Background: an optimization exercise with open tools, aiming at small area. Do not read the settings as production practice.
Function was checked by simulation only, so behaviour that the tests miss may differ from the original.
No activity file was given, so power comes from the tool's default toggle rates.

## grf_dual_write
module grf_dual_write #(
    parameter int unsigned DATA_W   = 32,
    parameter int unsigned ADDR_W   = 5,
    parameter int unsigned NUM_READ = 2,
    parameter bit          BYPASS   = 1'b1
) (
    input  logic                         clk,
    input  logic                         RESET,
    input  logic                         we0,
    input  logic [ADDR_W-1:0]            wa0,
    input  logic [DATA_W-1:0]            wd0,
    input  logic [31:0]                  wpc0,
    input  logic                         we1,
    input  logic [ADDR_W-1:0]            wa1,
    input  logic [DATA_W-1:0]            wd1,
    input  logic [31:0]                  wpc1,
    input  logic [NUM_READ*ADDR_W-1:0]   ra,
    output logic [NUM_READ*DATA_W-1:0]   rd,
    input  logic                         set_en,
    input  logic [ADDR_W-1:0]            set_addr,
    output logic [(1<<ADDR_W)-1:0]       busy,
    output logic [1:0]                   trc_valid,
    output logic [31:0]                  trc_pc0,
    output logic [31:0]                  trc_pc1,
    output logic [ADDR_W-1:0]            trc_addr0,
    output logic [ADDR_W-1:0]            trc_addr1,
    output logic [DATA_W-1:0]            trc_data0,
    output logic [DATA_W-1:0]            trc_data1
);
clock: 8.0 ns
lec_check: 0
cap_margin: 20
cell_pad_in_sites_detail_placement: 2
cell_pad_in_sites_global_placement: 2
core_margin: 2
core_utilization: 40
place_density: 0.45
setup_slack_margin: 0.4
slew_margin: 20
synth_hierarchical: 1
standard.sh (not shown) runs the stock make flow with config.mk's settings and CLKGATE_MAP_FILE= SYNTH_SCRIPT=/design/flow/synth_recipe.tcl, a recipe that flattens the netlist after the stock synthesis.
==> flow/flow/run.sh <==
#!/bin/bash
set -o pipefail
export BUFFER_PORTS_ARGS="-buffer_cell sky130_fd_sc_hd__buf_1"
export CTS_ARGS="-sink_clustering_enable -repair_clock_nets -dont_use_dummy_load -buf_list sky130_fd_sc_hd__clkbuf_4 -sink_clustering_size 8 -sink_clustering_max_diameter 30"
export GPL_KEEP_OVERFLOW=0
bash standard.sh > standard.log 2>&1
==> next run, changes <==
- CAP_MARGIN: 20 -> 0
- SETUP_SLACK_MARGIN: 0.4 -> default
- SLEW_MARGIN: 20 -> 0
What happened:
- With this change the flow finished but fails on capacitance limit, slew limit, setup timing
- hold slack is about the same
- total power decreases slightly
- final area decreases slightly
- register-to-register slack gets better by 0.06 ns
- routed wire length increases slightly
- clock-buffer cell count decreases by 8

========
Starting RTL as in the previous note.
==> flow/config.mk <==
export PLATFORM = sky130hd
export DESIGN_NAME = grf_dual_write
export DESIGN_NICKNAME = grf_dual_write
export VERILOG_FILES = /design/flow/design.v
export SDC_FILE = /design/flow/constraint.sdc
export NUM_CORES = 4
export LEC_CHECK = 0
export CAP_MARGIN = 15
export CELL_PAD_IN_SITES_DETAIL_PLACEMENT = 2
export CELL_PAD_IN_SITES_GLOBAL_PLACEMENT = 2
export CORE_MARGIN = 2
export CORE_UTILIZATION = 45
export PLACE_DENSITY = 0.5
export SETUP_SLACK_MARGIN = 0.35
export SLEW_MARGIN = 15
export SYNTH_HIERARCHICAL = 1
==> flow/constraint.sdc <==
create_clock -name core_clock -period 8.0 [get_ports {clk}]
set_input_delay 1.6000 -clock core_clock [delete_from_list [all_inputs] [get_ports {clk}]]
set_output_delay 1.6000 -clock core_clock [all_outputs]
set_load 0.01 [all_outputs]
==> flow/flow/run.sh <==
#!/bin/bash
set -o pipefail
export BUFFER_PORTS_ARGS="-buffer_cell sky130_fd_sc_hd__buf_1"
export CTS_ARGS="-sink_clustering_enable -repair_clock_nets -dont_use_dummy_load -buf_list sky130_fd_sc_hd__clkbuf_4 -sink_clustering_size 8 -sink_clustering_max_diameter 40"
export GPL_KEEP_OVERFLOW=0
bash standard.sh > standard.log 2>&1
Change:
==> flow/flow/run.sh (replaced) <==
#!/bin/bash
set -o pipefail
export BUFFER_PORTS_ARGS="-buffer_cell sky130_fd_sc_hd__buf_1"
export CTS_ARGS="-sink_clustering_enable -repair_clock_nets -dont_use_dummy_load -buf_list sky130_fd_sc_hd__clkbuf_4 -sink_clustering_size 8 -sink_clustering_max_diameter 50"
export GPL_KEEP_OVERFLOW=0
bash standard.sh > standard.log 2>&1
--- a/flow/config.mk
+++ b/flow/config.mk
@@ -9,2 +9,2 @@
-export CELL_PAD_IN_SITES_DETAIL_PLACEMENT = 2
-export CELL_PAD_IN_SITES_GLOBAL_PLACEMENT = 2
+export CELL_PAD_IN_SITES_DETAIL_PLACEMENT = 1
+export CELL_PAD_IN_SITES_GLOBAL_PLACEMENT = 1
@@ -12,3 +12,3 @@
-export CORE_UTILIZATION = 45
-export PLACE_DENSITY = 0.5
-export SETUP_SLACK_MARGIN = 0.35
+export CORE_UTILIZATION = 50
+export PLACE_DENSITY = 0.55
+export SETUP_SLACK_MARGIN = 0.3
The changed run completed without violations.
Non-clock buffer count fell by 7.
Critical path depth fell by 3.
Maximum frequency fell by 0.77%.
Utilization rose by 5.1 points.
Cell area fell by 0.77%.
Clock power fell by about 4%.

========
grf_dual_write, a different RTL version from the one above (not shown whole).
Size: about 1200 flip-flops, roughly 390 I/O pins, about 48000 um2 of cells after synthesis.
export LEC_CHECK = 0
export CAP_MARGIN = 15
export CELL_PAD_IN_SITES_DETAIL_PLACEMENT = 1
export CELL_PAD_IN_SITES_GLOBAL_PLACEMENT = 1
export CORE_MARGIN = 2
export CORE_UTILIZATION = 50
export PLACE_DENSITY = 0.55
export SETUP_SLACK_MARGIN = 0.25
export SLEW_MARGIN = 15
export SYNTH_HIERARCHICAL = 1
create_clock -name core_clock -period 8.0 [get_ports {clk}]
==> flow/flow/run.sh <==
#!/bin/bash
set -o pipefail
export BUFFER_PORTS_ARGS="-buffer_cell sky130_fd_sc_hd__buf_1"
export CTS_ARGS="-sink_clustering_enable -repair_clock_nets -dont_use_dummy_load -buf_list sky130_fd_sc_hd__clkbuf_4 -sink_clustering_size 8 -sink_clustering_max_diameter 40"
export GPL_KEEP_OVERFLOW=0
bash standard.sh > standard.log 2>&1
The first run produced a clean layout.
Change:
==> flow/flow/run.sh (replaced) <==
#!/bin/bash
set -o pipefail
export BUFFER_PORTS_ARGS="-buffer_cell sky130_fd_sc_hd__buf_1"
export CTS_ARGS="-sink_clustering_enable -repair_clock_nets -dont_use_dummy_load -buf_list sky130_fd_sc_hd__clkbuf_4 -sink_clustering_size 8 -sink_clustering_max_diameter 30"
export GPL_KEEP_OVERFLOW=0
bash standard.sh > standard.log 2>&1
Settings changed: CELL_PAD_IN_SITES_DETAIL_PLACEMENT 1 to 2, CELL_PAD_IN_SITES_GLOBAL_PLACEMENT 1 to 2, CORE_UTILIZATION 50 to 45, PLACE_DENSITY 0.55 to 0.5, SETUP_SLACK_MARGIN 0.25 to 0.3.
Utilization decreases by 4.4 points.
Area after synthesis does not change.
Global-route usage decreases by 2.9 points.
Cell count increases by 4.1%.

afterwards: timing with drivers on the ports:
No port has a modelled driver above. Below, the same layouts with a new extraction and two added sets of constraints. Step 1 sets driving cells, clkbuf_16 on the clock port and buf_2 on the other inputs (assumed; they add their load-dependent delay and slew). Step 2 also shifts input and output timing later by t, the mid clock arrival at the registers, as if the neighbouring blocks saw the same clock. a / b / c = no drivers / after step 1 / after step 2; a / b = the first two.
| run | t, ns | setup slack, ns | worst hold slack (ns) |
|---|---|---|---|
| the first run of note 1 | 1.388 | 0.291 / 0.213 / 0.213 | 0.453 / 0.419 / 0.453 |
| the second run of note 1 | 1.369 | -0.094 / -0.219 / -0.219 | 0.454 / 0.427 / 0.454 |
| the first run of note 2 | 1.260 | 0.264 / 0.194 / 0.194 | 0.465 / 0.465 / 0.465 |
| the second run of note 2 | 1.198 | 0.204 / 0.115 / 0.115 | 0.462 / 0.462 / 0.462 |
| the first run of note 3 | 1.201 | 0.148 / 0.125 / 0.125 | 0.459 / 0.459 / 0.459 |
| the second run of note 3 | 1.296 | 0.328 / 0.307 / 0.307 | 0.457 / 0.457 / 0.457 |
The setup slack of the second run of note 1, which loses most, moves by -0.125 ns with the drivers and by -0.125 ns with both steps.
